This is an optimization exercise on Yosys and OpenROAD, whose aim is small area and a short achievable clock period, not a production implementation.
In this exercise RTL edits were held to simulation tests only and were not proved equivalent to the original.
No activity file was given, so power comes from the tool's default toggle rates.

--- design/flow/design.v ---
module dll_retry_monitor #(
  parameter int DEPTH          = 16,
  parameter int REPLAY_TIMEOUT = 1024
) (
  input  logic                 sclk,
  input  logic                 srst,
  input  logic [1:0]           dlcm_state_i,
  input  logic                 tl2dll_valid_i,
  input  logic [255:0]         tl2dll_data_i,
  output logic                 tl2dll_ready_o,
  input  logic [15:0]          acknak_seq_num_i,
  input  logic [1:0]           acknak_seq_en_i,
  output logic                 tlp_valid_o,
  output logic [255:0]         tlp_data_o,
  output logic [11:0]          tlp_seq_o,
  input  logic                 arb_ready_i,
  output logic                 replay_rollover_o,
  output logic [$clog2(DEPTH):0] buf_count_o
);
  localparam int AW = $clog2(DEPTH);
  localparam int PW = AW + 1;
  localparam int TW = $clog2(REPLAY_TIMEOUT);
  function automatic logic lt_f(input logic [PW-1:0] x, input logic [PW-1:0] y);
    logic r;
    r = 1'b0;
    for (int i = 0; i < PW; i++) begin
      r = (~x[i] & y[i]) | (~(x[i] ^ y[i]) & r);
    end
    lt_f = r;
  endfunction
  function automatic logic [11:0] inc12_f(input logic [11:0] x);
    logic [11:0] r;
    logic        c;
    c = 1'b1;
    for (int i = 0; i < 12; i++) begin
      r[i] = x[i] ^ c;
      c    = c & x[i];
    end
    inc12_f = r;
  endfunction
  function automatic logic [PW-1:0] inc5_f(input logic [PW-1:0] x);
    inc5_f = addc5_f(x, 1'b1);
  endfunction
  function automatic logic [PW-1:0] addc5_f(input logic [PW-1:0] x, input logic ci);
    logic [PW-1:0] r;
    logic          c;
    c = ci;
    for (int i = 0; i < PW; i++) begin
      r[i] = x[i] ^ c;
      c    = c & x[i];
    end
    addc5_f = r;
  endfunction
  function automatic logic [PW-1:0] sub5_f(input logic [PW-1:0] x, input logic [PW-1:0] y);
    logic [PW-1:0] r;
    logic          c;
    c = 1'b1;
    for (int i = 0; i < PW; i++) begin
      r[i] = x[i] ^ ~y[i] ^ c;
      c    = (x[i] & ~y[i]) | (x[i] & c) | (~y[i] & c);
    end
    sub5_f = r;
  endfunction
  function automatic logic [DEPTH-1:0] dec_f(input logic [AW-1:0] x, input int off);
    logic [DEPTH-1:0] r;
    for (int k = 0; k < DEPTH; k++) begin
      r[k] = x == AW'(k - off);
    end
    dec_f = r;
  endfunction
  logic [255:0]  mem [DEPTH];
  logic [255:0]  dout, dout_nx;
  logic          rep, rep_nx;           
  logic [11:0]   ackd, ackd_nx;
  logic [6:0]    ahp1, ahp1_nx;         
  logic [PW-1:0] sm1, sm1_nx;           
  logic [PW-1:0] rm1, rm1_nx;           
  logic [PW-1:0] tm1, tm1_nx;           
  logic [PW-1:0] count, count_nx;       
  logic [TW-1:0] timer, timer_nx;
  logic [1:0]    rnum, rnum_nx, rbase;
  logic          roll, roll_nx;
  logic          rdy, rdy_nx;           
  logic          vld, vld_nx;           
  logic [11:0]   tseq, tseq_nx;
  logic          dl_active, acc, hs;
  logic [11:0]   seq_in;
  logic [PW-1:0] v, a, sp1, sadv;
  logic          ack_ev, nak_ev, bor, hi_ok, le_w, in_w, le_s, in_s;
  logic          wrap_r, wrap_s, purge, nak_ok, pass, rstart, rsel;
  logic          eq_a, eq_r, eq_s, eq_s1, eq_x, counting, tmo;
  logic [DEPTH-1:0] ohv, oha, ohs1, ohs2, ohs, ohw;
  logic [DEPTH:0]   cv, ca, cs;
  logic          hi_eq0, ax_eq, rsel_p, rsel_n, pass_p, byp_v, byp_a, byp_s;
  logic          pick_v, pick_a, pick_s;
  logic [DEPTH:0]   sel;
  logic [11:0]   hip1;
  logic          unused_hi;
  assign unused_hi = ^acknak_seq_num_i[15:12];
  assign dl_active = dlcm_state_i == 2'd3;
  assign acc       = ~srst & dl_active & rdy & tl2dll_valid_i;
  assign hs        = ~srst & dl_active & vld & arb_ready_i;
  assign seq_in = acknak_seq_num_i[11:0];
  assign ack_ev = acknak_seq_en_i == 2'b01;
  assign nak_ev = acknak_seq_en_i == 2'b10;
  assign hip1 = inc12_f({5'd0, seq_in[11:5]});
  assign v = seq_in[PW-1:0];
  assign a = ackd[PW-1:0];              
  assign bor    = lt_f(v, a);
  assign hi_ok  = bor ? (seq_in[11:5] == ahp1) : (seq_in[11:5] == ackd[11:5]);
  assign wrap_r = lt_f(rm1, a);
  assign wrap_s = lt_f(sm1, a);
  assign le_w   = rep ? ~lt_f(rm1, v) : ~lt_f(sm1, v);
  assign in_w   = hi_ok & ((rep ? wrap_r : wrap_s) ? (~bor | le_w) : (~bor & le_w));
  assign eq_a   = v == a;
  assign purge  = (ack_ev | nak_ev) & in_w & ~eq_a;
  assign nak_ok = nak_ev & in_w;
  assign le_s = ~lt_f(sm1, v);
  assign in_s = wrap_s ? (~bor | le_s) : (~bor & le_s);
  assign pass = rep & purge & ~in_s;
  assign sp1  = inc5_f(sm1);
  assign sadv = hs ? sp1 : sm1;
  assign eq_r   = v == rm1;
  assign eq_s   = v == sm1;
  assign eq_s1  = v == sp1;
  assign eq_x   = rep ? eq_r : (hs ? eq_s1 : eq_s);
  assign counting = ~rep & (sm1 != a);
  assign tmo      = counting & (&timer);
  assign rstart = (nak_ok & ~eq_x) | (tmo & ~purge);
  assign rsel   = rstart | pass;
  always_comb begin
    sm1_nx   = rsel ? (purge ? v : a) : sadv;
    rm1_nx   = (rstart & ~rep) ? sadv : rm1;
    if (rep) begin
      rep_nx = rstart | ~(pass ? eq_r : (sadv == rm1));
    end else begin
      rep_nx = rstart;
    end
    tm1_nx   = addc5_f(tm1, acc);
    count_nx = purge ? sub5_f(tm1_nx, v) : addc5_f(count, acc);
    ackd_nx  = purge ? seq_in : ackd;
    ahp1_nx  = purge ? hip1[6:0] : ahp1;
    timer_nx = timer;
    if (rstart | purge) begin
      timer_nx = '0;
    end else if (counting) begin
      timer_nx = timer + TW'(1);
    end
    rbase    = purge ? 2'd0 : rnum;
    rnum_nx  = rstart ? rbase + 2'd1 : rbase;
    roll_nx  = rstart & (rbase == 2'd3);
    rdy_nx   = ~count_nx[PW-1] & ~rep_nx;
    vld_nx   = sm1_nx != tm1_nx;
    tseq_nx  = rsel ? (purge ? inc12_f(seq_in) : inc12_f(ackd))
                    : (hs ? inc12_f(tseq) : tseq);
  end
  assign ohv  = dec_f(v[AW-1:0], 1);
  assign oha  = dec_f(a[AW-1:0], 1);
  assign ohs1 = dec_f(sm1[AW-1:0], 1);
  assign ohs2 = dec_f(sm1[AW-1:0], 2);
  assign ohs  = hs ? ohs2 : ohs1;
  assign hi_eq0 = seq_in[11:5] == ackd[11:5];
  assign ax_eq  = rep ? (rm1 == a) : (sadv == a);
  assign rsel_p = (nak_ev & ~eq_x) | pass_p;
  assign rsel_n = (nak_ev & eq_a & hi_eq0 & ~ax_eq) | tmo;
  assign pass_p = rep & ~in_s;
  assign byp_v = acc & (v[AW-1:0] == tm1[AW-1:0]);
  assign byp_a = acc & (a[AW-1:0] == tm1[AW-1:0]);
  assign byp_s = acc & (hs ? sp1[AW-1:0] == tm1[AW-1:0] : ~vld);
  assign cv = {byp_v, ohv & {DEPTH{~byp_v}}};
  assign ca = {byp_a, oha & {DEPTH{~byp_a}}};
  assign cs = {byp_s, ohs & {DEPTH{~byp_s}}};
  assign pick_v = purge & rsel_p;
  assign pick_a = ~purge & rsel_n;
  assign pick_s = ~(pick_v | pick_a);
  for (genvar k = 0; k <= DEPTH; k++) begin : g_sel
    dll_retry_ao3 u_sel (.s({pick_v, pick_a, pick_s}), .d({cv[k], ca[k], cs[k]}),
                         .y(sel[k]));
  end
  for (genvar b = 0; b < 256; b++) begin : g_rd
    logic [DEPTH:0] col;
    always_comb begin
      col[DEPTH] = tl2dll_data_i[b];
      for (int k = 0; k < DEPTH; k++) col[k] = mem[k][b];
    end
    dll_retry_rd_bit #(.N(DEPTH + 1)) u_rd (.sel(sel), .d(col), .y(dout_nx[b]));
  end
  assign ohw = dec_f(tm1[AW-1:0], 1);
  always_ff @(posedge sclk) begin
    if (srst) begin
      rep   <= 1'b0;
      ackd  <= 12'hFFF;
      ahp1  <= 7'd0;
      sm1   <= '1;
      rm1   <= '1;
      tm1   <= '1;
      count <= '0;
      timer <= '0;
      rnum  <= '0;
      roll  <= 1'b0;
      rdy   <= 1'b1;
      vld   <= 1'b0;
      tseq  <= '0;
    end else begin
      rep   <= rep_nx;
      ackd  <= ackd_nx;
      ahp1  <= ahp1_nx;
      sm1   <= sm1_nx;
      rm1   <= rm1_nx;
      tm1   <= tm1_nx;
      count <= count_nx;
      timer <= timer_nx;
      rnum  <= rnum_nx;
      roll  <= roll_nx;
      rdy   <= rdy_nx;
      vld   <= vld_nx;
      tseq  <= tseq_nx;
    end
  end
  always_ff @(posedge sclk) begin
    dout <= dout_nx;
    for (int k = 0; k < DEPTH; k++) begin
      if (acc & ohw[k]) begin
        mem[k] <= tl2dll_data_i;
      end
    end
  end
  dll_retry_ogate #(.W(1)) u_ready (.srst(srst), .dl(dlcm_state_i), .q(rdy),
                                    .y(tl2dll_ready_o));
  dll_retry_ogate #(.W(1)) u_valid (.srst(srst), .dl(dlcm_state_i), .q(vld),
                                    .y(tlp_valid_o));
  dll_retry_ogate #(.W(PW + 1), .DL(0)) u_cnt (.srst(srst), .dl(dlcm_state_i),
                                    .q({roll, count}),
                                    .y({replay_rollover_o, buf_count_o}));
  assign tlp_data_o = dout;
  assign tlp_seq_o  = tseq;
endmodule
module dll_retry_ogate #(
  parameter int W  = 1,
  parameter bit DL = 1'b1
) (
  input  logic         srst,
  input  logic [1:0]   dl,
  input  logic [W-1:0] q,
  output logic [W-1:0] y
);
  if (DL) begin : g_dl
    assign y = q & {W{~srst & dl[0] & dl[1]}};
  end else begin : g_nodl
    assign y = q & {W{~srst}};
  end
endmodule
module dll_retry_rd_bit #(
  parameter int N = 17
) (
  input  logic [N-1:0] sel,
  input  logic [N-1:0] d,
  output logic         y
);
  localparam int G = (N + 2) / 3;
  logic [G-1:0] gn;
  for (genvar g = 0; g < G; g++) begin : g_aoi
    localparam int W = (3 * g + 3 <= N) ? 3 : N - 3 * g;
    dll_retry_aoi #(.W(W)) u_aoi (.s(sel[3*g +: W]), .d(d[3*g +: W]), .yn(gn[g]));
  end
  assign y = ~&gn;
endmodule
module dll_retry_ao3 (
  input  logic [2:0] s,
  input  logic [2:0] d,
  output logic       y
);
  assign y = |(s & d);
endmodule
module dll_retry_aoi #(
  parameter int W = 3
) (
  input  logic [W-1:0] s,
  input  logic [W-1:0] d,
  output logic         yn
);
  assign yn = ~|(s & d);
endmodule
--- design/flow/run.sh ---
#!/bin/bash
# synth_recipe.tcl (not shown) runs the flow's synth.tcl, then flattens the netlist and writes it again
# the make line also repeats each setting of config.mk as NAME=value (left out here)
make -C /OpenROAD-flow-scripts/flow DESIGN_CONFIG=/design/flow/config.mk WORK_HOME=/design/flow/orfs CLKGATE_MAP_FILE= SYNTH_SCRIPT=/design/flow/synth_recipe.tcl finish
--- design/flow/config.mk ---
export PLATFORM = sky130hd
export DESIGN_NAME = dll_retry_monitor
export DESIGN_NICKNAME = dll_retry_monitor
export VERILOG_FILES = /design/flow/design.v
export SDC_FILE = /design/flow/constraint.sdc
export NUM_CORES = 4
export LEC_CHECK = 0
export CAP_MARGIN = 20
export CORE_MARGIN = 2
export CORE_UTILIZATION = 50
export SETUP_SLACK_MARGIN = 4.0
export SLEW_MARGIN = 20
export SYNTH_HIERARCHICAL = 1
export SYNTH_MINIMUM_KEEP_SIZE = 0
--- design/flow/constraint.sdc ---
create_clock -name core_clock -period 8.0 [get_ports {sclk}]
set_input_delay 1.6000 -clock core_clock [delete_from_list [all_inputs] [get_ports {sclk}]]
set_output_delay 1.6000 -clock core_clock [all_outputs]
set_load 0.01 [all_outputs]
==> impl_results.md, run 1 <==
- Status: finished clean
- Cells after Synth: 7126
- Critical Path AT: 5930 ps
- Ports: roughly 560
- Initial cell density of the core: around 50%
- Total design power: a little under 0.05 W
- Share of the synthesized area in the top cell type: 80.1%
- Worst Path Max Fanout: 7
- Die height: roughly 560 µm
- Synthesized flop and latch total: around 4400
- Synth Area in Compound Gates: between 10% and 20%
- Clk sink count: roughly 4400
- FFs w/ async S/R, synth: 0%
- Top cells by area, synth: edfxtp_1, a222oi_1, dfxtp_1
- Syn-to-layout area delta: 22.5%
- Yosys warnings: 8
- Achievable Freq: 0.196 GHz
- Post-DP HPWL: about 210000 µm
- Sw frac: 20.5%
- Peak VDD IR: about 0.2 mV
- Row count: a little over 200
- Via density: 6.78
- Synth Area in Simple Gates: ~3.2%
- CP cell instances: buf_6 > buf_12 > clkinvlp_4 > ha_4 > a21o_1 > a221o_1 > or3b_4 > a2111oi_4 > nor2_4 > nor2_4 > nor2_4 > buf_12 > a222oi_1 > clkinvlp_4 > buf_6 > buf_16 > buf_16 > buf_16 > a22oi_2 > and4_4 > nand3_2
- R2R depth: 18
- Comb power frac: 3.7%
- Vias in the first global route: roughly 86000
- Slowest stage delay, CP: 500 ps
- Syn avg cell area: around 22 µm²
- Die area: roughly 310000 µm²
- Switching power: slightly below 0.01 W
- Seq pwr share: 52.9%
- Mean routed wirelength per cell: approximately 36 µm
- WHS Path Cells: 2
- Endpoint class of the critical path: flip-flop
- Main combinational cell family by area after synthesis: compound AO/OA/AOI/OAI gates
- Clock Skew: roughly 54 ps
- Slew margin rel.: between 20% and 30%
- Fillers: between 20000 and 25000
- Critical path startpoint category: input pin
- Post-synth cell types: 63
- H-tree Lvls: 5
- Worst-margin pin slew: approximately 1200 ps
- Tmin final: around 5100 ps
- Final wirelength: roughly 470000 µm
- RSZ-0062 raised after global routing: true
- Leak Pwr: about 59 nW
- Overflow after GRT: 0
- Hold Crit Start: mem[4][214]
- Initial antenna violation count: slightly above 90
- Crit-path slowest cell: a222oi_1
- Final setup vio count: 0
- IO Port Bufs: 551
- Post-layout util: 61.5%
- Max Cap Viol: 0
- Critical path type: in2reg
- DR vias: 88500
- Reg clk slew, reported paths: 60 ps
- Int Pwr: 0.0384 W
- Nets: between 8000 and 9000
- Clock Latency Late Sink: slightly below 1000 ps
- Slew Viols, Final: 0
- Syn_nets: ~7500
- Mux cell area share after synthesis: less than 1%
- Clock root cell: clkbuf_16
- Area share of xor/xnor cells in the synthesized design: less than 1%
- TritonCTS clock tree: yes
- Final Cycle Share: 63.8%
- Total Routing Usage GR: between 20% and 30%
- Req. time, crit path: ~9000 ps
- Post-Syn Area: around 150000 µm²
- First-pass DRT Iterations: 10
- Core area: 306000 µm²
- Final GP Congestion: approximately 0.80
- TritonCTS Buffers: 439
- Crit. Startpoint: acknak_seq_num_i[3]
- Sequential area share after synthesis: between 80% and 90%
- Hold_buf cts: 0
- First-pass GRT wire length: roughly 640000 µm
- P per Cell Area: between 200 and 300 nW/µm²
- EDFF count, synth: 4096
- Hold Crit Class: reg2reg
- Die Wd: roughly 560 µm
- Post-route DRC: 0
- Final hold violations: 0
- Initial drt markers: about 16000
- Adder-cell share of the synthesized area: 0.707%
- Synth area leader: edfxtp_1
- Clock share of power: 43.4%
- Main synth FF type: edfxtp_1
- Clock Path Buffers: 4
- Final ANT Viol Nets: 0
- Pin count of the biggest net entering global routing: 120
- Critical R2R Launch: ackd[1]
- Layout cell share with drive strength beyond 1: between 10% and 20%
-- logic make-up after synthesis --
group / Yosys count
adders and majority gates: 85
DFF: 4419
and+or+nand+nor: 813
AOI/OAI and AO/OA: 1656
xor gates and xnor gates: 66
buffers and inverters: 77
muxes: 10
-- state kept, by name (all words and copies together) (netlist names), 7 cells and up --
register	cells
dout	256
tseq	12
mem	4096
ackd	12
timer	10
ahp1	7
-- path summary, 6_finish.rpt --
kind | end | slack [ps]
setup / recovery | dout[169] | 2900
setup reg to reg | dout[169] | 3080
hold reg to reg | dout[214] | 440
hold / removal | dout[214] | 440
-- worst max-delay path: cells and delay by family --
| family | cells | cell delay, ps |
|---|---|---|
| compound gates | 5 | 1620 |
| fa+ha+maj | 1 | 240 |
| buf+inv | 9 | 1270 |
| simple gates | 6 | 1150 |
-- synthesized netlist by cell type (11+ instances only) --
cell	count
dfxtp_1	323
edfxtp_1	4096
inv_1	42
clkbuf_1	24
nand3_1	272
and3_1	16
and4_1	258
xor2_1	32
xnor2_1	34
nand4_1	11
nor2_1	87
a21oi_1	27
nand2_1	97
a222oi_1	1297
nor3_1	19
a22oi_2	256
a211oi_1	15
ha_1	82
-- through the flow --
stage | worst slack (ps) | setup TNS [ps] | cell area, µm² | instances | hold WS, ps
2_1_floorplan | -2290 | -5643600 | 154000 | 7126 | 440
3_3_place_gp | 974 | 0 | 168000 | 12000 | 449
3_5_place_dp | 941 | 0 | 168000 | 12000 | 450
4_1_cts | 3090 | 0 | 187000 | 13000 | 444
5_1_grt | 2780 | 0 | 188000 | 13000 | 476
6_report | 2900 | 0 | 188000 | 13100 | 442
-- power groups by stage --
stage                     Clock, W  Combinational [W]  Sequential, W
after floorplan                  0           0.000483         0.0260
after global placement           0            0.00154         0.0261
after detailed placement         0            0.00158         0.0261
after CTS                   0.0212            0.00174         0.0256
after global routing        0.0221            0.00188         0.0256
final                       0.0210            0.00178         0.0256
-- routing by layer --
layer  track usage [%]  vias to the layer above  part of all wire [%]
li1                  -                    35900                     -
met2              45.1                     5376                    46
met1              41.3                    46400                    39
met5                 0                        -                  0.11
met3              6.18                      757                    12
met4              9.07                       82                   2.9
-- layout make-up --
class,instances,area [µm²],area share (%)
antenna,36,90.1,0.0479
clock buffer,565,12000,6.38
clock inverter,263,2880,1.53
inverter,43,380,0.202
multi-input combinational,2633,24700,13.2
sequential,4419,129000,68.9
tap,4100,5130,2.73
timing repair buffer,995,13200,7.03
timing repair inverter,9,123,0.0652
-- per-module statistics from Yosys (local to each module, per instance), a selection --
module / cells / copies in the design / flip-flops and latches
dll_retry_ao3: 2 / 17 / 0
dll_retry_monitor: 5036 / 1 / 4419
-- repair_timing --
item                                    in CTS  in global routing
endpoints found under the setup margin    2365                297
gates resized for setup                    428                 94
pin swaps                                  141                 89
cloned                                      87                 20
buffers inserted                            68                 19
-- placed cells by master, fill, tap and decap left out, types with 36 or more instances in the layout --
cell type and instances:
nand3_1 201, clkbuf_1 78, diode_2 36, nor2_1 70, buf_12 130, edfxtp_1 4096
clkinv_2 91, ha_1 78, buf_4 150, and4_1 173, clkbuf_8 42, buf_16 104
and4_4 84, clkbuf_16 463, dfxtp_1 319, clkdlybuf4s50_1 530, nand2_1 94, nand3_2 66
a22oi_2 256, clkinv_1 77, bufinv_16 50, a222oi_1 1297
==> run 2: changes to the inputs <==
--- a/design/flow/design.v
+++ b/design/flow/design.v
@@ -86,53 +86,56 @@
   logic          dl_active, acc, hs;
   logic [11:0]   seq_in;
   logic [PW-1:0] v, a, sp1, sadv;
-  logic          ack_ev, nak_ev, bor, hi_ok, le_w, in_w, le_s, in_s;
-  logic          wrap_r, wrap_s, purge, nak_ok, pass, rstart, rsel;
-  logic          eq_a, eq_r, eq_s, eq_s1, eq_x, counting, tmo;
+  logic          ack_ev, nak_ev, bor, gt_s, gt_r;
+  logic          wrap_r, wrap_s, purge, pass, rstart, rsel;
+  logic          eq_a, eq_r, eq_s, eq_s1, counting, tmo;
   logic [DEPTH-1:0] ohv, oha, ohs1, ohs2, ohs, ohw;
   logic [DEPTH:0]   cv, ca, cs;
-  logic          hi_eq0, ax_eq, rsel_p, rsel_n, pass_p, byp_v, byp_a, byp_s;
-  logic          pick_v, pick_a, pick_s;
+  logic          hi_eq0, hi_eq1, ax_eq, byp_v, byp_a, byp_s;
+  logic          pick_v, pick_a;
   logic [DEPTH:0]   sel;
   logic [11:0]   hip1;
   logic          unused_hi;
   assign unused_hi = ^acknak_seq_num_i[15:12];
   assign dl_active = dlcm_state_i == 2'd3;
-  assign acc       = ~srst & dl_active & rdy & tl2dll_valid_i;
-  assign hs        = ~srst & dl_active & vld & arb_ready_i;
+  assign acc       = dl_active & rdy & tl2dll_valid_i;
+  assign hs        = dl_active & vld & arb_ready_i;
   assign seq_in = acknak_seq_num_i[11:0];
   assign ack_ev = acknak_seq_en_i == 2'b01;
   assign nak_ev = acknak_seq_en_i == 2'b10;
   assign hip1 = inc12_f({5'd0, seq_in[11:5]});
   assign v = seq_in[PW-1:0];
   assign a = ackd[PW-1:0];              
-  assign bor    = lt_f(v, a);
-  assign hi_ok  = bor ? (seq_in[11:5] == ahp1) : (seq_in[11:5] == ackd[11:5]);
-  assign wrap_r = lt_f(rm1, a);
-  assign wrap_s = lt_f(sm1, a);
-  assign le_w   = rep ? ~lt_f(rm1, v) : ~lt_f(sm1, v);
-  assign in_w   = hi_ok & ((rep ? wrap_r : wrap_s) ? (~bor | le_w) : (~bor & le_w));
-  assign eq_a   = v == a;
-  assign purge  = (ack_ev | nak_ev) & in_w & ~eq_a;
-  assign nak_ok = nak_ev & in_w;
-  assign le_s = ~lt_f(sm1, v);
-  assign in_s = wrap_s ? (~bor | le_s) : (~bor & le_s);
-  assign pass = rep & purge & ~in_s;
   assign sp1  = inc5_f(sm1);
   assign sadv = hs ? sp1 : sm1;
-  assign eq_r   = v == rm1;
-  assign eq_s   = v == sm1;
-  assign eq_s1  = v == sp1;
-  assign eq_x   = rep ? eq_r : (hs ? eq_s1 : eq_s);
+  dll_retry_lt5 u_lva (.x(v), .y(a), .lt(bor));
+  dll_retry_lt5 u_lsv (.x(sm1), .y(v), .lt(gt_s));
+  dll_retry_lt5 u_lrv (.x(rm1), .y(v), .lt(gt_r));
+  dll_retry_eq5 u_eva (.x(v), .y(a), .eq(eq_a));
+  dll_retry_eq5 u_esv (.x(sm1), .y(v), .eq(eq_s));
+  dll_retry_eq5 u_erv (.x(rm1), .y(v), .eq(eq_r));
+  dll_retry_eq5 u_es1 (.x(sp1), .y(v), .eq(eq_s1));
+  dll_retry_eq7  u_hi0 (.x(seq_in[11:5]), .y(ackd[11:5]), .eq(hi_eq0));
+  dll_retry_eq7  u_hi1 (.x(seq_in[11:5]), .y(ahp1), .eq(hi_eq1));
+  assign wrap_r = lt_f(rm1, a);
+  assign wrap_s = lt_f(sm1, a);
+  assign ax_eq  = rep ? (rm1 == a) : (hs ? (sp1 == a) : (sm1 == a));
   assign counting = ~rep & (sm1 != a);
   assign tmo      = counting & (&timer);
-  assign rstart = (nak_ok & ~eq_x) | (tmo & ~purge);
-  assign rsel   = rstart | pass;
+  dll_retry_pick u_pick (
+    .ack(ack_ev), .nak(nak_ev), .rep(rep), .hs(hs), .tmo(tmo),
+    .bor(bor), .eq_a(eq_a), .gt_s(gt_s), .gt_r(gt_r), .eq_s(eq_s),
+    .eq_s1(eq_s1), .eq_r(eq_r), .wrap_s(wrap_s), .wrap_r(wrap_r),
+    .hi_eq0(hi_eq0), .hi_eq1(hi_eq1), .ax_eq(ax_eq),
+    .purge(purge), .pick_v(pick_v), .pick_a(pick_a), .pass(pass),
+    .rstart(rstart)
+  );
+  assign rsel   = pick_v | pick_a;
   always_comb begin
     sm1_nx   = rsel ? (purge ? v : a) : sadv;
     rm1_nx   = (rstart & ~rep) ? sadv : rm1;
     if (rep) begin
-      rep_nx = rstart | ~(pass ? eq_r : (sadv == rm1));
+      rep_nx = rstart | ~(pass ? eq_r : (hs ? (sp1 == rm1) : (sm1 == rm1)));
     end else begin
       rep_nx = rstart;
     end
@@ -159,23 +162,15 @@
   assign ohs1 = dec_f(sm1[AW-1:0], 1);
   assign ohs2 = dec_f(sm1[AW-1:0], 2);
   assign ohs  = hs ? ohs2 : ohs1;
-  assign hi_eq0 = seq_in[11:5] == ackd[11:5];
-  assign ax_eq  = rep ? (rm1 == a) : (sadv == a);
-  assign rsel_p = (nak_ev & ~eq_x) | pass_p;
-  assign rsel_n = (nak_ev & eq_a & hi_eq0 & ~ax_eq) | tmo;
-  assign pass_p = rep & ~in_s;
   assign byp_v = acc & (v[AW-1:0] == tm1[AW-1:0]);
   assign byp_a = acc & (a[AW-1:0] == tm1[AW-1:0]);
   assign byp_s = acc & (hs ? sp1[AW-1:0] == tm1[AW-1:0] : ~vld);
   assign cv = {byp_v, ohv & {DEPTH{~byp_v}}};
   assign ca = {byp_a, oha & {DEPTH{~byp_a}}};
   assign cs = {byp_s, ohs & {DEPTH{~byp_s}}};
-  assign pick_v = purge & rsel_p;
-  assign pick_a = ~purge & rsel_n;
-  assign pick_s = ~(pick_v | pick_a);
   for (genvar k = 0; k <= DEPTH; k++) begin : g_sel
-    dll_retry_ao3 u_sel (.s({pick_v, pick_a, pick_s}), .d({cv[k], ca[k], cs[k]}),
-                         .y(sel[k]));
+    dll_retry_sel3 u_sel (.pv(pick_v), .pa(pick_a), .cv(cv[k]), .ca(ca[k]),
+                          .cs(cs[k]), .y(sel[k]));
   end
   for (genvar b = 0; b < 256; b++) begin : g_rd
     logic [DEPTH:0] col;
@@ -265,12 +260,60 @@
   end
   assign y = ~&gn;
 endmodule
-module dll_retry_ao3 (
-  input  logic [2:0] s,
-  input  logic [2:0] d,
-  output logic       y
+module dll_retry_lt5 (
+  input  logic [4:0] x,
+  input  logic [4:0] y,
+  output logic       lt
+);
+  logic [4:0] l, ng;
+  assign l  = ~x & y;
+  assign ng = ~x | y;
+  assign lt = l[4] | (ng[4] & l[3]) | (&ng[4:3] & l[2]) | (&ng[4:2] & l[1])
+            | (&ng[4:1] & l[0]);
+endmodule
+module dll_retry_eq5 (
+  input  logic [4:0] x,
+  input  logic [4:0] y,
+  output logic       eq
+);
+  assign eq = x == y;
+endmodule
+module dll_retry_eq7 (
+  input  logic [6:0] x,
+  input  logic [6:0] y,
+  output logic       eq
+);
+  assign eq = x == y;
+endmodule
+module dll_retry_pick (
+  input  logic ack, nak, rep, hs, tmo,
+  input  logic bor, eq_a, gt_s, gt_r, eq_s, eq_s1, eq_r,
+  input  logic wrap_s, wrap_r, hi_eq0, hi_eq1, ax_eq,
+  output logic purge, pick_v, pick_a, pass, rstart
+);
+  logic hi_ok, le_s, le_r, in_s, in_r, in_w, eq_x;
+  assign hi_ok  = bor ? hi_eq1 : hi_eq0;
+  assign le_s   = ~gt_s;
+  assign le_r   = ~gt_r;
+  assign in_s   = wrap_s ? (~bor | le_s) : (~bor & le_s);
+  assign in_r   = wrap_r ? (~bor | le_r) : (~bor & le_r);
+  assign in_w   = hi_ok & (rep ? in_r : in_s);
+  assign purge  = (ack | nak) & in_w & ~eq_a;
+  assign pass   = rep & purge & ~in_s;
+  assign eq_x   = rep ? eq_r : (hs ? eq_s1 : eq_s);
+  assign pick_v = purge & ((nak & ~eq_x) | (rep & ~in_s));
+  assign pick_a = (nak & eq_a & hi_eq0 & ~ax_eq) | (tmo & ~purge);
+  assign rstart = (purge & nak & ~eq_x) | pick_a;
+endmodule
+module dll_retry_sel3 (
+  input  logic pv,
+  input  logic pa,
+  input  logic cv,
+  input  logic ca,
+  input  logic cs,
+  output logic y
 );
-  assign y = |(s & d);
+  assign y = pv ? cv : (pa ? ca : cs);
 endmodule
 module dll_retry_aoi #(
   parameter int W = 3
--- a/design/flow/config.mk
+++ b/design/flow/config.mk
@@ -8,7 +8,9 @@
 export CAP_MARGIN = 20
 export CORE_MARGIN = 2
 export CORE_UTILIZATION = 50
-export SETUP_SLACK_MARGIN = 4.0
+export CTS_CLUSTER_DIAMETER = 100
+export CTS_CLUSTER_SIZE = 30
+export SETUP_SLACK_MARGIN = 4.2
 export SLEW_MARGIN = 20
 export SYNTH_HIERARCHICAL = 1
 export SYNTH_MINIMUM_KEEP_SIZE = 0
==> run 2 against run 1 <==
Sequential share of layout area up 1.3 points. Sequential power hardly changed. Non-clock buffer count is 320 higher. Area after synthesis rose by 0.14%.
==> impl_results.md, run 2 <==
- Status: finished clean
- Reg clk slew, reported paths: roughly 110 ps
- Mean routed wirelength per cell: between 30 and 40 µm
- Syn-to-layout area delta: 20.2%
- Via density: slightly below 7
- Mux cell area share after synthesis: less than 1%
- Die area: a little over 300000 µm²
- First-pass DRT Iterations: 13
- Die height: around 560 µm
- Top reg by flops: mem
- Final setup vio count: 0
- Cell Area, Placed: about 170000 µm²
- IO Port Bufs: 551
- Share of the synthesized area in the top cell type: roughly four fifths
- Final instance area: 185000 µm²
- TritonCTS Buffers: roughly 170
- Post-route DRC: 0
- Core area: about 300000 µm²
- Final wirelength: between 400000 and 500000 µm
- Hold_buf cts: 0
- Most common library cells after synthesis: edfxtp_1, a222oi_1, dfxtp_1, nand3_1, and4_1
- Post-synth cell types: between 60 and 70
- Critical Path AT: 5400 ps
- Clk sink count: ~4400
- Pin count of the biggest net entering global routing: approximately 100
- Most frequent cell after synthesis: edfxtp_1
- Clock Skew: about 55 ps
- Clock root cell: clkbuf_16
- Fillers: about 22000
- Layout cell share with drive strength beyond 1: between 10% and 20%
- Endpoint class of the critical path: flip-flop
- Hold Crit Class: reg2reg
- Vias in the first global route: roughly 84000
- Max reg flops: ~4100
- Worst-margin pin slew: about 1300 ps
- Critical path type: in2reg
- Syn_nets: between 7000 and 8000
- Ports: 556
- Top cells by area, synth: edfxtp_1, a222oi_1, dfxtp_1
- Overflow after GRT: 0
- Post-Syn Area: 154000 µm²
- WHS Path Cells: 2
- TritonCTS clock tree: yes
- Commonest cells after routing, fill and taps aside: edfxtp_1, a222oi_1, clkdlybuf4s50_1
- Clock Latency Late Sink: 940 ps
- Synth area leader: edfxtp_1
- Synth Area in Compound Gates: between 10% and 20%
- Die Wd: 558 µm
- Slew Viols, Final: 0
- Critical path startpoint category: input pin
- EDFF count, synth: around 4000
- Hold Worst Slack: roughly 460 ps
- Yosys warnings: 8
- Post-layout util: between 60% and 70%
- Leak Pwr: between 50 and 60 nW
- Final TNS setup: 0 ps
- Main combinational cell family by area after synthesis: compound AO/OA/AOI/OAI gates
- Final ANT Viol Nets: 0
- Commonest non-fill, non-tap cell in the layout: edfxtp_1
- Sequential area share after synthesis: between 80% and 90%
- Syn avg cell area: between 20 and 25 µm²
- Slew margin rel.: approximately 15%
- H-tree Lvls: 4
- Initial drt markers: roughly 18000
- Req. time, crit path: 8760 ps
- Adder-cell share of the synthesized area: 0.616%
- FFs w/ async S/R, synth: 0%
- Initial cell density of the core: about half
- Post-DP HPWL: approximately 210000 µm
- Tmin final: between 4000 and 5000 ps
- Peak VDD IR: around 0.17 mV
- Row count: 203
- Total Routing Usage GR: 30.1%
- DR vias: ~90000
- Final GP Congestion: about 0.8
- Synthesized flop and latch total: 4419
- Nets: about 9000
- Initial antenna violation count: 86
- R2R depth: 20
- Largest regs: mem (4096), dout (256)
- RSZ-0062 raised after global routing: true
- Final Cycle Share: 57.9%
- P per Cell Area: 216 nW/µm²
- Synth Area in Simple Gates: under 10%
- Main synth FF type: edfxtp_1
- Clock Path Buffers: 4
- Cells after Synth: approximately 7200
- First-pass GRT wire length: 661000 µm
- Area share of xor/xnor cells in the synthesized design: less than 1%
- Final hold violations: 0
- Achievable Freq: around 0.22 GHz
- Max Cap Viol: 0
- Worst Path Max Fanout: 7
## run 2: per-module statistics from Yosys, one instance, submodules excluded, a selection
module             times used  area [µm²]
dll_retry_sel3             17        18.8
dll_retry_pick              1         166
dll_retry_monitor           1      133000
dll_retry_eq7               2        80.1
dll_retry_lt5               3        83.8
dll_retry_eq5               4        58.8
## run 2: path summary, 6_finish.rpt
path,startpoint,end,slack [ps]
setup / recovery,dlcm_state_i[0],dout[102],3370
hold reg to reg,mem[4][40],dout[40],460
setup reg to reg,sm1[1],dout[102],3460
hold / removal,mem[4][40],dout[40],460
## run 2: worst max-delay path, stage by stage
cell and delay, ps:
buf_6 100, nand4_4 100, clkinv_4 100, buf_4 170, xnor2_4 200, a21oi_2 90, xnor2_1 150, nor4_2 350
and4b_2 290, o21bai_4 230, buf_12 180, buf_6 120, mux2i_4 190, o21ai_4 180, buf_12 200, buf_12 130
buf_12 140, buf_16 150, a222oi_1 250, and4_1 290, nand3_2 130
## run 2: layout make-up
class / instances / area, µm² / share of cell area (%)
Tap cell: 4100 / 5130 / 2.78
Clock inverter: 20 / 258 / 0.140
Clock buffer: 288 / 4850 / 2.62
Sequential cell: 4419 / 129000 / 70.1
Multi-Input combinational cell: 2666 / 25500 / 13.8
Timing Repair Buffer: 1315 / 19300 / 10.4
Antenna cell: 37 / 92.6 / 0.0501
Inverter: 39 / 170 / 0.0921
## run 2: kinds of logic after synthesis
| kind of cell | count (synthesis) |
|---|---|
| flip-flops | 4419 |
| adder cells (fa/ha/maj) | 75 |
| XOR/XNOR | 78 |
| AO/OA/AOI/OAI | 1645 |
| AND/OR/NAND/NOR | 823 |
| buffers and inverters | 72 |
| multiplexers | 42 |
## run 2: through the flow
stage,worst slack (ps),total power (W),cells
after CTS,3480,0.0399,12700
after global routing,3320,0.0409,12900
after global placement,1230,0.0287,12000
after detailed placement,1210,0.0288,12000
final,3370,0.0399,12900
after floorplan,-11650,0.0273,7154
## run 2: layer usage
| layer | global-route usage [%] | up-vias | wire (µm) |
|---|---|---|---|
| li1 | - | 35700 | - |
| met1 | 44.6 | 47200 | 191000 |
| met2 | 45.6 | 5986 | 221000 |
| met3 | 6.35 | 708 | 64000 |
| met4 | 7.82 | 70 | 13600 |
| met5 | 0 | - | 427 |
## run 2: where the power goes
group          internal, W  total [W]  switching [W]
combinational      0.00136    0.00299        0.00163
clock              0.00431     0.0111        0.00683
sequential          0.0255     0.0258       0.000240
## run 2: what timing repair did
action / in CTS / in global routing
buffers inserted: 203 / 85
setup endpoints to repair: 2915 / 856
pin swaps: 641 / 402
cloned: 172 / 35
gates resized for setup: 765 / 155
==> run 3: changes to the inputs <==
==> design/flow/config.mk (replaced) <==
export PLATFORM = sky130hd
export DESIGN_NAME = dll_retry_monitor
export DESIGN_NICKNAME = dll_retry_monitor
export VERILOG_FILES = /design/flow/design.v
export SDC_FILE = /design/flow/constraint.sdc
export NUM_CORES = 4
export LEC_CHECK = 0
export CAP_MARGIN = 25
export CORE_MARGIN = 2
export CORE_UTILIZATION = 50
export CTS_CLUSTER_DIAMETER = 100
export CTS_CLUSTER_SIZE = 28
export SETUP_SLACK_MARGIN = 4.2
export SLEW_MARGIN = 35
export SYNTH_HIERARCHICAL = 1
export SYNTH_MINIMUM_KEEP_SIZE = 0
export TNS_END_PERCENT = 10
==> run 3 against run 2 <==
Sequential share of layout area up 1.5 points. Die area unchanged. Clock power about the same. Combinational power is 7.0% lower. Clock skew rose by 18 ps.
==> impl_results.md, run 3 <==
- First-pass DRT Iterations: 12
- Main synth FF type: edfxtp_1
- Final hold violations: 0
- Ports: roughly 560
- Critical path type: in2reg
- Hold Crit Start: mem[4][127]
- DR vias: approximately 87000
- TritonCTS Buffers: around 180
- Top reg by flops: mem
- Register-to-register setup slack: between 3000 and 4000 ps
- Post-Syn Area: 154000 µm²
- Nets: 8759
- TritonCTS clock tree: yes
- Hold Crit Class: reg2reg
- Layout cell share with drive strength beyond 1: between 10 and 15%
- Total Routing Usage GR: between 20 and 30%
- Clock Path Buffers: 4
- Die area: 312000 µm²
- Hold_buf cts: 0
- Worst path top cell family by delay: buffers and inverters
- Most common library cells after synthesis: edfxtp_1, a222oi_1, dfxtp_1, nand3_1, and4_1
- First-pass GRT wire length: roughly 640000 µm
- Total design power: roughly 0.04 W
- Tmin final: 4690 ps
- Buf/Inv on CP: 10
- Core area: just over 300000 µm²
- Slew margin rel.: between 20% and 30%
- Clock Skew: roughly 73 ps
- WHS Endpoint: dout[127]
- Yosys warnings: 8
- Initial antenna violation count: 90
- Req. time, crit path: 8810 ps
- Max Cap Viol: 0
- Slowest stage delay, CP: around 390 ps
- Post-layout util: 59.1%
- Initial drt markers: between 15000 and 20000
- Syn_nets: around 7500
- R2R depth: 22
- Critical Path AT: roughly 5500 ps
- Final ANT Viol Nets: 0
- Worst-margin pin slew: between 1000 and 1500 ps
- Final GP Congestion: 0.797
- Die Wd: roughly 560 µm
- Commonest non-fill, non-tap cell in the layout: edfxtp_1
- WHS Path Cells: 2
- Vias in the first global route: approximately 83000
- Slew Viols, Final: 0
- Setup ws final: around 3300 ps
- Final Cycle Share: about 59%
- H-tree Lvls: 4
- Critical R2R Launch: sm1[2]
- Syn avg cell area: 21.5 µm²
- Clk sink count: roughly 4400
- IO Port Bufs: between 500 and 600
- Final wirelength: around 470000 µm
- Endpoint class of the critical path: flip-flop
- Die height: roughly 560 µm
- Top cells by area, synth: edfxtp_1, a222oi_1, dfxtp_1
- Sequential area share after synthesis: between 80% and 90%
- Final setup vio count: 0
- Cell mode on critical path: buf_12
- Worst Path Max Fanout: 7
- Largest regs: mem (4096), dout (256)
- Cells after Synth: around 7200
- Pin count of the biggest net entering global routing: a little over 100
- Post-route DRC: 0
- Achievable Freq: between 0.2 and 0.25 GHz
- Syn-to-layout area delta: 17.6%
- Mean routed wirelength per cell: between 30 and 40 µm
- Reg clk slew, reported paths: between 100 and 150 ps
- P per Cell Area: ~220 nW/µm²
- Via density: between 6 and 7
- FFs w/ async S/R, synth: 0%
- Critical path startpoint category: input pin
- Setup WS pre-CTS: 1200 ps
- EDFF count, synth: a little over 4000
- Most frequent cell after synthesis: edfxtp_1
- Synth area leader: edfxtp_1
- RSZ-0062 raised after global routing: true
- Clock Latency Late Sink: around 950 ps
- Worst flop-to-flop path endpoint: dout[62]
- Overflow after GRT: 0
- Status: finished clean
- Final TNS setup: 0 ps
- Commonest cells after routing, fill and taps aside: edfxtp_1, a222oi_1, clkdlybuf4s50_1
- Leak Pwr: approximately 55 nW
- Post-DP HPWL: about 220000 µm
- Crit-path slowest cell: a222oi_1
- Post-synth cell types: 65
- Clock root cell: clkbuf_16
- Initial cell density of the core: approximately 50%
- Max reg flops: a little over 4000
- Synthesized flop and latch total: about 4400
- Row count: 203
- Hold Worst Slack: between 400 and 500 ps
- CP cell instances: buf_12 > buf_12 > inv_4 > o221ai_2 > o221ai_2 > maj3_2 > mux2i_2 > or3_4 > a211oi_4 > buf_4 > o21bai_4 > buf_12 > mux2i_4 > o21ai_4 > buf_12 > buf_16 > buf_16 > buf_6 > buf_16 > a222oi_1 > and4_1 > nand3_1
- Share of the synthesized area in the top cell type: 80.0%
- Peak VDD IR: 0.180 mV
==> run 3: cell types whose count changed in the layout (fill, tap and decap cells not counted), moves of 12 or more <==
cell	before	now
buf_4	211	151
nand3_1	195	207
clkbuf_1	111	123
buf_6	95	68
buf_8	37	14
buf_12	167	148
buf_16	210	127
==> run 3: layout make-up <==
class	instances	area [µm²]
diodes	40	100
repair buffers	1099	15400
clock buffers	310	5140
clock inverters	18	206
well taps	4100	5130
fillers	22200	125000
multi-input cells	2666	25200
flip-flops and latches	4419	129000
inverters	39	166
==> run 3: routing by layer <==
metal | up-vias | track usage, % | routed length, µm
met2 | 5433 | 44.3 | 212000
met4 | 64 | 7.18 | 11400
met5 | - | 0 | 409
li1 | 35300 | - | -
met3 | 556 | 5.45 | 56700
met1 | 45900 | 43.4 | 185000
==> run 3: cell families after synthesis <==
group / Yosys count / share of synthesized area [%]
AO/OA/AOI/OAI: 1645 / 11.0
XOR/XNOR: 78 / 0.453
adder cells (fa/ha/maj): 75 / 0.616
buffers and inverters: 72 / 0.183
flip-flops: 4419 / 84.2
multiplexers: 42 / 0.274
AND/OR/NAND/NOR: 823 / 3.29
==> run 3: stage by stage <==
| stage | cells | instance area [µm²] |
|---|---|---|
| after global routing | 12700 | 181000 |
| after CTS | 12600 | 180000 |
| final | 12700 | 181000 |
| after detailed placement | 12000 | 168000 |
| after floorplan | 7154 | 154000 |
| after global placement | 12000 | 168000 |
==> run 3: modules after synthesis (local to each module, per instance), excerpt <==
module,flip-flops and latches,area (µm²),cells inside
dll_retry_monitor,4419,133000,4940
dll_retry_sel3,0,18.8,3
dll_retry_eq7,0,80.1,9
dll_retry_pick,0,166,25
dll_retry_eq5,0,58.8,7
dll_retry_lt5,0,83.8,12
==> run 3: power by group <==
part	total, W	switching, W	internal [W]
sequential	0.0258	0.000238	0.0255
combinational	0.00278	0.00154	0.00124
clock	0.0113	0.00682	0.00452
total	0.0399	0.00860	0.0313
==> run 3: worst max path at each step <==
| stage | startpoint | endpoint | slack [ps] | depth (start not counted) |
|---|---|---|---|---|
| after global placement | acknak_seq_num_i[0] | dout[193] | 1230 | 16 |
| after detailed placement | acknak_seq_num_i[3] | dout[193] | 1200 | 17 |
| after global routing | acknak_seq_num_i[2] | dout[62] | 3210 | 22 |
| final | acknak_seq_num_i[2] | dout[62] | 3310 | 22 |
| after floorplan | acknak_seq_num_i[1] | dout[0] | -11650 | 13 |
| after CTS | srst | buf_count_o[1] | 3420 | 4 |
==> run 3: repair_timing <==
item,4_1_cts,5_1_grt
pin swaps,458,154
setup buffers,125,25
gates resized for setup,546,62
cloned,106,20
endpoints found under the setup margin,2924,1024
==> run 3: worst register-to-register path: stages (launching register included) <==
cell and delay [ps]:
dfxtp_2 550, inv_1 120, ha_1 430, a21oi_1 100, nor2b_1 130, o21ai_0 120
nand2b_1 110, inv_1 50, maj3_2 340, a211oi_4 290, buf_4 160, o21bai_4 60
buf_12 160, mux2i_4 210, o21ai_4 100, buf_12 140, buf_16 150, buf_16 180
buf_6 170, buf_16 150, a222oi_1 390, and4_1 260, nand3_1 80
==> run 4: changes to the inputs <==
==> design/flow/flow/run.sh (new file) <==
#!/bin/bash
# Standard layout, with the port buffers made of buf_2 cells instead of the
# delay buffers buffer_ports picks by default. Full tool output goes to
# run.log in this folder (ORFS's per-step logs stay under orfs/logs).
set -o pipefail
export BUFFER_PORTS_ARGS="-buffer_cell sky130_fd_sc_hd__buf_2"
bash standard.sh > run.log 2>&1
==> design/flow/standard.sh (new file) <==
#!/bin/bash
# synth_recipe.tcl (not shown) runs the flow's synth.tcl, then flattens the netlist and writes it again
# the make line also repeats each setting of config.mk as NAME=value (left out here)
make -C /OpenROAD-flow-scripts/flow DESIGN_CONFIG=/design/flow/config.mk WORK_HOME=/design/flow/orfs CLKGATE_MAP_FILE= SYNTH_SCRIPT=/design/flow/synth_recipe.tcl "${@:-finish}"
--- a/design/flow/config.mk
+++ b/design/flow/config.mk
@@ -5,13 +5,13 @@
 export SDC_FILE = /design/flow/constraint.sdc
 export NUM_CORES = 4
 export LEC_CHECK = 0
-export CAP_MARGIN = 25
+export CAP_MARGIN = 20
 export CORE_MARGIN = 2
 export CORE_UTILIZATION = 50
 export CTS_CLUSTER_DIAMETER = 100
 export CTS_CLUSTER_SIZE = 28
 export SETUP_SLACK_MARGIN = 4.2
-export SLEW_MARGIN = 35
+export SLEW_MARGIN = 20
 export SYNTH_HIERARCHICAL = 1
 export SYNTH_MINIMUM_KEEP_SIZE = 0
 export TNS_END_PERCENT = 10
removed: design/flow/run.sh
==> run 4 against run 3 <==
Now fails the layout checks on slew limit. Worst setup slack improved by 75 ps. Core utilization is 2.1 points lower. Area after synthesis stayed put. Die area unchanged. Clock skew down 19 ps. Critical path type unchanged. Combinational power decreased by 19%. Design area decreased by 3.5%.
==> impl_results.md, run 4 <==
- Status: finished with violations
- SO Faults: slew limit
- Die area: approximately 310000 µm²
- Final wirelength: about 450000 µm
- Clock root cell: clkbuf_16
- Final instance area: between 150000 and 200000 µm²
- Via density: roughly 7
- Syn_nets: 7505
- Main synth FF type: edfxtp_1
- Max reg flops: roughly 4100
- Hold Crit Class: reg2reg
- Final ANT Viol Nets: 0
- Hold Worst Slack: roughly 450 ps
- Hold_buf cts: 0
- Leak Pwr: about 53 nW
- Post-route DRC: 0
- Post-DP HPWL: between 200000 and 250000 µm
- Final GP Congestion: approximately 0.8
- Most common library cells after synthesis: edfxtp_1, a222oi_1, dfxtp_1, nand3_1, and4_1
- Final TNS setup: 0 ps
- Clock Skew: roughly 54 ps
- Synth area leader: edfxtp_1
- Total Routing Usage GR: 27.5%
- Achievable Freq: roughly 0.22 GHz
- Slew margin rel.: -5.08%
- Synthesized flop and latch total: roughly 4400
- RSZ-0062 raised after global routing: true
- Placed insts: 12000
- Synth Area in Compound Gates: around 11%
- Layout Cells excl Fill: 12600
- Top reg by flops: mem
- Die height: approximately 560 µm
- First-pass GRT wire length: about 610000 µm
- Initial cell density of the core: around 50%
- Commonest cells after routing, fill and taps aside: edfxtp_1, a222oi_1, buf_2
- Commonest non-fill, non-tap cell in the layout: edfxtp_1
- Clock Path Buffers: 4
- H-tree Lvls: 4
- Pin count of the biggest net entering global routing: 104
- Overflow after GRT: 0
- Most frequent cell after synthesis: edfxtp_1
- Endpoint class of the critical path: flip-flop
- Final Cycle Share: approximately 58%
- Cell Area, Placed: roughly 170000 µm²
- Layout cell share with drive strength beyond 1: a little under a fifth
- Adder-cell share of the synthesized area: less than 1%
- Area share of xor/xnor cells in the synthesized design: less than 1%
- Mux cell area share after synthesis: less than 1%
- Syn-to-layout area delta: 13.5%
- Main combinational cell family by area after synthesis: compound AO/OA/AOI/OAI gates
- Vias in the first global route: between 80000 and 90000
- EDFF count, synth: just over 4000
- Slew Viols, Final: 27
- Final setup vio count: 0
- Post-synth cell types: 65
- Critical path startpoint category: input pin
- Nets: between 8000 and 9000
- Syn avg cell area: between 20 and 25 µm²
- Req. time, crit path: 8740 ps
- Share of the synthesized area in the top cell type: between 80% and 90%
- Tmin final: 4620 ps
- Worst-margin pin slew: between 1500 and 2000 ps
- Ports: about 560
- P per Cell Area: 226 nW/µm²
- Sequential area share after synthesis: 84.2%
- Critical path type: in2reg
- TritonCTS Buffers: around 180
- TritonCTS clock tree: yes
- Top cells by area, synth: edfxtp_1, a222oi_1, dfxtp_1
- Core area: roughly 300000 µm²
- Die Wd: about 560 µm
- Peak VDD IR: ~0.19 mV
- Initial drt markers: approximately 16000
- IO Port Bufs: 551
- Clock Latency Late Sink: 940 ps
- Row count: ~200
- Critical Path AT: 5360 ps
- Initial antenna violation count: 127
- Clk sink count: 4419
- FFs w/ async S/R, synth: 0%
- Setup WS pre-CTS: between 1500 and 2000 ps
- Setup ws final: around 3400 ps
- Worst Path Max Fanout: 93
- Mean routed wirelength per cell: between 30 and 40 µm
- Max Cap Viol: 0
- Final hold violations: 0
- Yosys warnings: 8
- Reg clk slew, reported paths: roughly 110 ps
- Largest regs: mem (4096), dout (256)
- Cells after Synth: between 7000 and 8000
- Synth Area in Simple Gates: between 3 and 4%
- DR vias: approximately 86000
- First-pass DRT Iterations: 9
- Post-Syn Area: 154000 µm²
-- run 4: cell count changes in the layout (fill, tap and decap cells not counted), moves of 35 or more --
| cell | change |
|---|---|
| nand3_1 | +39 |
| buf_6 | -39 |
| clkdlybuf4s50_1 | -535 |
| buf_2 | +538 |
| nand3_2 | -35 |
| buf_16 | -73 |
-- run 4: routing by layer --
metal / vias to the layer above / GRT usage [%] / wire (µm)
met3: 589 / 4.75 / 48900
met2: 5023 / 43.3 / 208000
met1: 45200 / 40.0 / 179000
met4: 80 / 7.54 / 11600
met5: - / 0 / 498
li1: 34900 / - / -
-- run 4: timing repair --
item | 4_1_cts | 5_1_grt
buffers inserted | 59 | 24
endpoints found under the setup margin | 1111 | 1803
gates cloned | 35 | 27
gates resized for setup | 187 | 94
pin swaps | 162 | 176
-- run 4: stage by stage --
stage          power [W]  util (%)
3_5_place_dp      0.0284      54.1
4_1_cts           0.0395      56.6
5_1_grt           0.0404      57.0
2_1_floorplan     0.0273         -
3_3_place_gp      0.0284      54.1
6_report          0.0394      57.1
-- run 4: cell type report --
type                    instances  area (µm²)
multi-input cells            2665       24800
clock buffers                 310        5170
clock inverters                14         174
inverters                      39         168
flip-flops and latches       4419      129000
well taps                    4100        5130
repair buffers                945        9420
diodes                         58         145
fillers                     22700      131000
-- run 4: cells by family (layout without fill, tap and decap cells) --
kind of cell | count (synthesis) | count (layout)
XOR/XNOR | 78 | 78
AND/OR/NAND/NOR | 823 | 823
buffers and inverters | 72 | 1308
multiplexers | 42 | 42
flip-flops | 4419 | 4419
adder cells (fa/ha/maj) | 75 | 75
AO/OA/AOI/OAI | 1645 | 1647
other | 0 | 58
-- run 4: worst paths after layout --
check                  start        end  slack, ps  cells past startpoint
max reg2reg           sm1[0]  dout[200]       3470                     13
max          dlcm_state_i[1]  dout[200]       3380                     17
min              mem[4][123]  dout[123]        450                      2
min reg2reg      mem[4][123]  dout[123]        450                      2
-- run 4: report_power, final --
group / total (W) / internal, W / switching, W
registers: 0.0258 / 0.0255 / 0.000245
logic: 0.00225 / 0.000823 / 0.00143
clock network: 0.0114 / 0.00454 / 0.00681
-- run 4: per-module statistics from Yosys, one instance, submodules excluded, a selection --
module,flops+latches,cell area (µm²),times used,cells inside
dll_retry_monitor,4419,133000,1,4940
dll_retry_pick,0,166,1,25
dll_retry_lt5,0,83.8,3,12
dll_retry_eq7,0,80.1,2,9
dll_retry_eq5,0,58.8,4,7
dll_retry_sel3,0,18.8,17,3
-- run 4: worst max-delay path, stage by stage --
cell and delay [ps]:
buf_8 100, nand4_4 100, clkinv_4 70, buf_12 130
buf_12 120, mux2i_1 110, buf_4 160, a211o_1 290
nand4_1 90, nor4_2 60, and4b_2 390, o21bai_4 250
mux2i_1 340, o21ai_4 110, buf_12 190, a222oi_1 610
nand3_1 220
==> run 5: changes to the inputs <==
--- a/design/flow/config.mk
+++ b/design/flow/config.mk
@@ -5,13 +5,13 @@
 export SDC_FILE = /design/flow/constraint.sdc
 export NUM_CORES = 4
 export LEC_CHECK = 0
-export CAP_MARGIN = 20
+export CAP_MARGIN = 25
 export CORE_MARGIN = 2
 export CORE_UTILIZATION = 50
 export CTS_CLUSTER_DIAMETER = 100
 export CTS_CLUSTER_SIZE = 28
 export SETUP_SLACK_MARGIN = 4.2
-export SLEW_MARGIN = 20
+export SLEW_MARGIN = 35
 export SYNTH_HIERARCHICAL = 1
 export SYNTH_MINIMUM_KEEP_SIZE = 0
 export TNS_END_PERCENT = 10
==> run 5 against run 4 <==
The run now finishes clean. Worst setup slack better by 53 ps. Largest cell class unchanged. Worst hold slack better by 17 ps. Register-to-register slack improved by 80 ps. Critical endpoint is now dout[58]. Synthesized cell count stayed put. Sequential power is essentially flat. Critical path depth increased by 3. Power rose by 0.34%. Flip-flop and latch count stayed put. Wire length rose by 7.5%. Die area stayed put. Maximum frequency is 1.2% higher.
==> impl_results.md, run 5 <==
- Worst flop-to-flop path endpoint: dout[194]
- Setup ws final: 3430 ps
- Seq pwr share: about two thirds
- Cells after Synth: 7154
- Total Routing Usage GR: around 29%
- Max Cap Viol: 0
- Clk sink count: between 4000 and 5000
- Critical Path AT: approximately 5300 ps
- WHS Endpoint: dout[160]
- Final GP Congestion: roughly 0.8
- Final TNS setup: 0 ps
- Worst path top cell family by delay: buffers and inverters
- Status: finished clean
- Sequential area share after synthesis: roughly 84%
- P per Cell Area: around 220 nW/µm²
- Switching power: roughly 0.0086 W
- Max reg flops: 4096
- Commonest cells after routing, fill and taps aside: edfxtp_1, a222oi_1, buf_2
- Slew Viols, Final: 0
- Top cells by area, synth: edfxtp_1, a222oi_1, dfxtp_1
- Setup WS pre-CTS: ~1700 ps
- Syn-to-layout area delta: 15.7%
- H-tree Lvls: 4
- Overflow after GRT: 0
- Layout cell share with drive strength beyond 1: about a fifth
- Main synth FF type: edfxtp_1
- Leak Pwr: roughly 55 nW
- Initial cell density of the core: between 50% and 60%
- Critical path type: in2reg
- Synthesized flop and latch total: between 4000 and 5000
- Endpoint class of the critical path: flip-flop
- EDFF count, synth: between 4000 and 5000
- Row count: between 200 and 250
- Share of the synthesized area in the top cell type: between 80% and 90%
- Commonest non-fill, non-tap cell in the layout: edfxtp_1
- Met2 Wirelength: ~220000 µm
- Int Pwr: 0.0310 W
- Achievable Freq: about 0.22 GHz
- Cell mode on critical path: buf_12
- Top sig layer: met5
- Hold Crit Class: reg2reg
- First-pass DRT Iterations: 9
- Final ANT Viol Nets: 0
- Ports: roughly 560
- Tmin final: between 4000 and 5000 ps
- Final hold violations: 0
- Clock root cell: clkbuf_16
- Initial drt markers: around 18000
- Reg clk slew, reported paths: between 100 and 150 ps
- Critical path startpoint category: input pin
- Yosys warnings: 8
- Largest regs: mem (4096), dout (256)
- Crit-path slowest cell: a222oi_1
- Initial antenna violation count: 130
- Worst Path Max Fanout: 9
- Slew margin rel.: ~30%
- Post-layout util: between 50% and 60%
- Most common library cells after synthesis: edfxtp_1, a222oi_1, dfxtp_1, nand3_1, and4_1
- Die area: 312000 µm²
- Register-to-register setup slack: around 3600 ps
- Pin count of the biggest net entering global routing: ~100
- Final wirelength: roughly 480000 µm
- IO Port Bufs: between 500 and 600
- Clock share of power: about 29%
- Crit. Startpoint: dlcm_state_i[0]
- Worst-margin pin slew: between 1000 and 1500 ps
- DR vias: between 80000 and 90000
- FFs w/ async S/R, synth: 0%
- R2R depth: 19
- Sw frac: between 20% and 30%
- Post-synth cell types: 65
- CP cell instances: buf_8 > nand4_4 > clkinv_4 > buf_12 > buf_12 > mux2i_1 > buf_4 > a211o_1 > nand4_1 > nor4_2 > and4b_2 > o21bai_4 > buf_12 > mux2i_4 > o21ai_4 > buf_12 > buf_16 > a222oi_1 > and4_1 > nand3_1
- Syn avg cell area: around 21 µm²
- TritonCTS Buffers: 181
- Most frequent cell after synthesis: edfxtp_1
- Peak VDD IR: 0.175 mV
- Syn_nets: approximately 7500
- Slowest stage delay, CP: around 420 ps
- Nets: around 8800
- Critical R2R Launch: ackd[1]
- Die Wd: between 500 and 600 µm
- Top reg by flops: mem
- Synth area leader: edfxtp_1
- WHS Path Cells: 2
- Comb power frac: roughly 6.0%
- RSZ-0062 raised after global routing: true
- Hold Crit Start: mem[4][160]
- Clock Path Buffers: 4
- DRT met1 WL: 187000 µm
- Die height: roughly 560 µm
- First-pass GRT wire length: around 630000 µm
- Vias in the first global route: 82300
- Post-DP HPWL: between 200000 and 250000 µm
- TritonCTS clock tree: yes
- Post-Syn Area: between 150000 and 200000 µm²
- Final Cycle Share: between 50% and 60%
- Req. time, crit path: roughly 8800 ps
- Routed length on met3: 61800 µm
- Buf/Inv on CP: 8
- Clock Skew: 37.0 ps
- Clock Latency Late Sink: a little over 900 ps
- Final setup vio count: 0
- Via density: ~6.9
- Core area: approximately 310000 µm²
- Post-route DRC: 0
- Mean routed wirelength per cell: about 38 µm
run 5: cell counts after synthesis:
No cell type changed its count.
run 5: worst max path at each step:
stage | to | slack [ps] | depth (start not counted)
6_report | dout[58] | 3430 | 20
5_1_grt | dout[13] | 3390 | 18
4_1_cts | dout[35] | 3550 | 19
3_5_place_dp | dout[32] | 1690 | 16
3_3_place_gp | dout[32] | 1790 | 16
2_1_floorplan | dout[0] | -11650 | 13
run 5: worst reg2reg max path, cell delays in order, from the launching register on:
cell and delay (ps):
dfxtp_4 480, ha_1 270, and3b_1 160, o21a_1 170
o21a_1 160, o21ai_0 150, nand2b_1 100, and2b_2 210
o21ai_2 180, a211oi_4 60, buf_4 150, buf_4 150
o21bai_4 360, mux2i_2 340, o21ai_4 150, buf_12 190
buf_12 160, buf_16 150, a222oi_1 510, nand3_4 170
run 5: stage by stage:
| step | hold WS [ps] | instance area (µm²) | power, W | cells |
|---|---|---|---|---|
| after floorplan | 440 | 154000 | 0.0273 | 7154 |
| after global placement | 451 | 165000 | 0.0284 | 12000 |
| after detailed placement | 451 | 165000 | 0.0284 | 12000 |
| after CTS | 474 | 175000 | 0.0395 | 12500 |
| after global routing | 488 | 178000 | 0.0405 | 12700 |
| final | 467 | 178000 | 0.0395 | 12700 |
run 5: area by class of cell:
cell class	count	area, µm²
clock buffer	315	5140
sequential	4419	129000
timing repair buffer	1094	12800
antenna	58	145
clock inverter	14	205
multi-input combinational	2664	24800
tap	4100	5130
inverter	39	164
fill	22400	128000
run 5: kinds of logic (layout without fill, tap and decap cells):
| logic type | after synthesis | count (layout) | synth area share (%) |
|---|---|---|---|
| flip-flops | 4419 | 4419 | 84.2 |
| AO/OA/AOI/OAI | 1645 | 1646 | 11.0 |
| AND/OR/NAND/NOR | 823 | 823 | 3.29 |
| XOR/XNOR | 78 | 78 | 0.453 |
| adder cells (fa/ha/maj) | 75 | 75 | 0.616 |
| buffers and inverters | 72 | 1462 | 0.183 |
| multiplexers | 42 | 42 | 0.274 |
| other | 0 | 58 | 0 |
run 5: power by group through the flow:
| stage | Sequential (W) | Combinational (W) | Clock [W] |
|---|---|---|---|
| floorplan | 0.0263 | 0.000965 | 0 |
| global placement | 0.0263 | 0.00209 | 0 |
| detailed placement | 0.0263 | 0.00213 | 0 |
| CTS | 0.0258 | 0.00226 | 0.0115 |
| global route | 0.0258 | 0.00249 | 0.0122 |
| finish | 0.0258 | 0.00236 | 0.0114 |
run 5: what timing repair did:
item                        CTS  global route
setup endpoints to repair  1003          1509
setup buffers                85            49
pin swaps                   167           297
gates resized for setup     243           140
cloned                       76            78
hold buffers                  0             0
run 5: Yosys stat by module, one instance, submodules excluded, a selection:
module	area (µm²)	cells inside	flops+latches	times used
dll_retry_eq7	80.1	9	0	2
dll_retry_monitor	133000	4940	4419	1
dll_retry_eq5	58.8	7	0	4
dll_retry_lt5	83.8	12	0	3
dll_retry_pick	166	25	0	1
dll_retry_sel3	18.8	3	0	17
run 5: routing by layer:
metal	up-vias	GRT usage (%)
met5	-	0
met4	72	6.71
met3	634	5.50
met2	5932	44.7
met1	46200	41.6
li1	35300	-

-- static timing again, ports no longer ideal --
How much do the figures lean on ideal ports? The routed layouts below were timed once more, with nothing changed but the port constraints. Step 1 assumes that a clkbuf_16 drives the clock port and a buf_2 every other input. Step 2 moves the port delays by t, midway between the first and last clock arrival at a register: inputs arrive t later, outputs are due t later. That takes back most of the time a late clock gives input paths. Three values: no drivers, after step 1, after step 2; two values: the first two.
run	shift t [ns]	slack for setup (ns)	slew at the worst register clock pin (ns)
run 1	1.073	2.899 / 2.955 / 1.882	0.07 / 0.07
run 2	1.014	3.367 / 3.435 / 2.421	0.12 / 0.12
run 3	1.030	3.307 / 3.348 / 2.318	0.11 / 0.11
run 4	1.007	3.382 / 3.442 / 2.435	0.11 / 0.11
run 5	1.012	3.434 / 3.402 / 2.391	0.11 / 0.11
For run 5, which loses most, drivers alone change the setup slack by -0.032 ns; drivers and shift together by -1.043 ns.
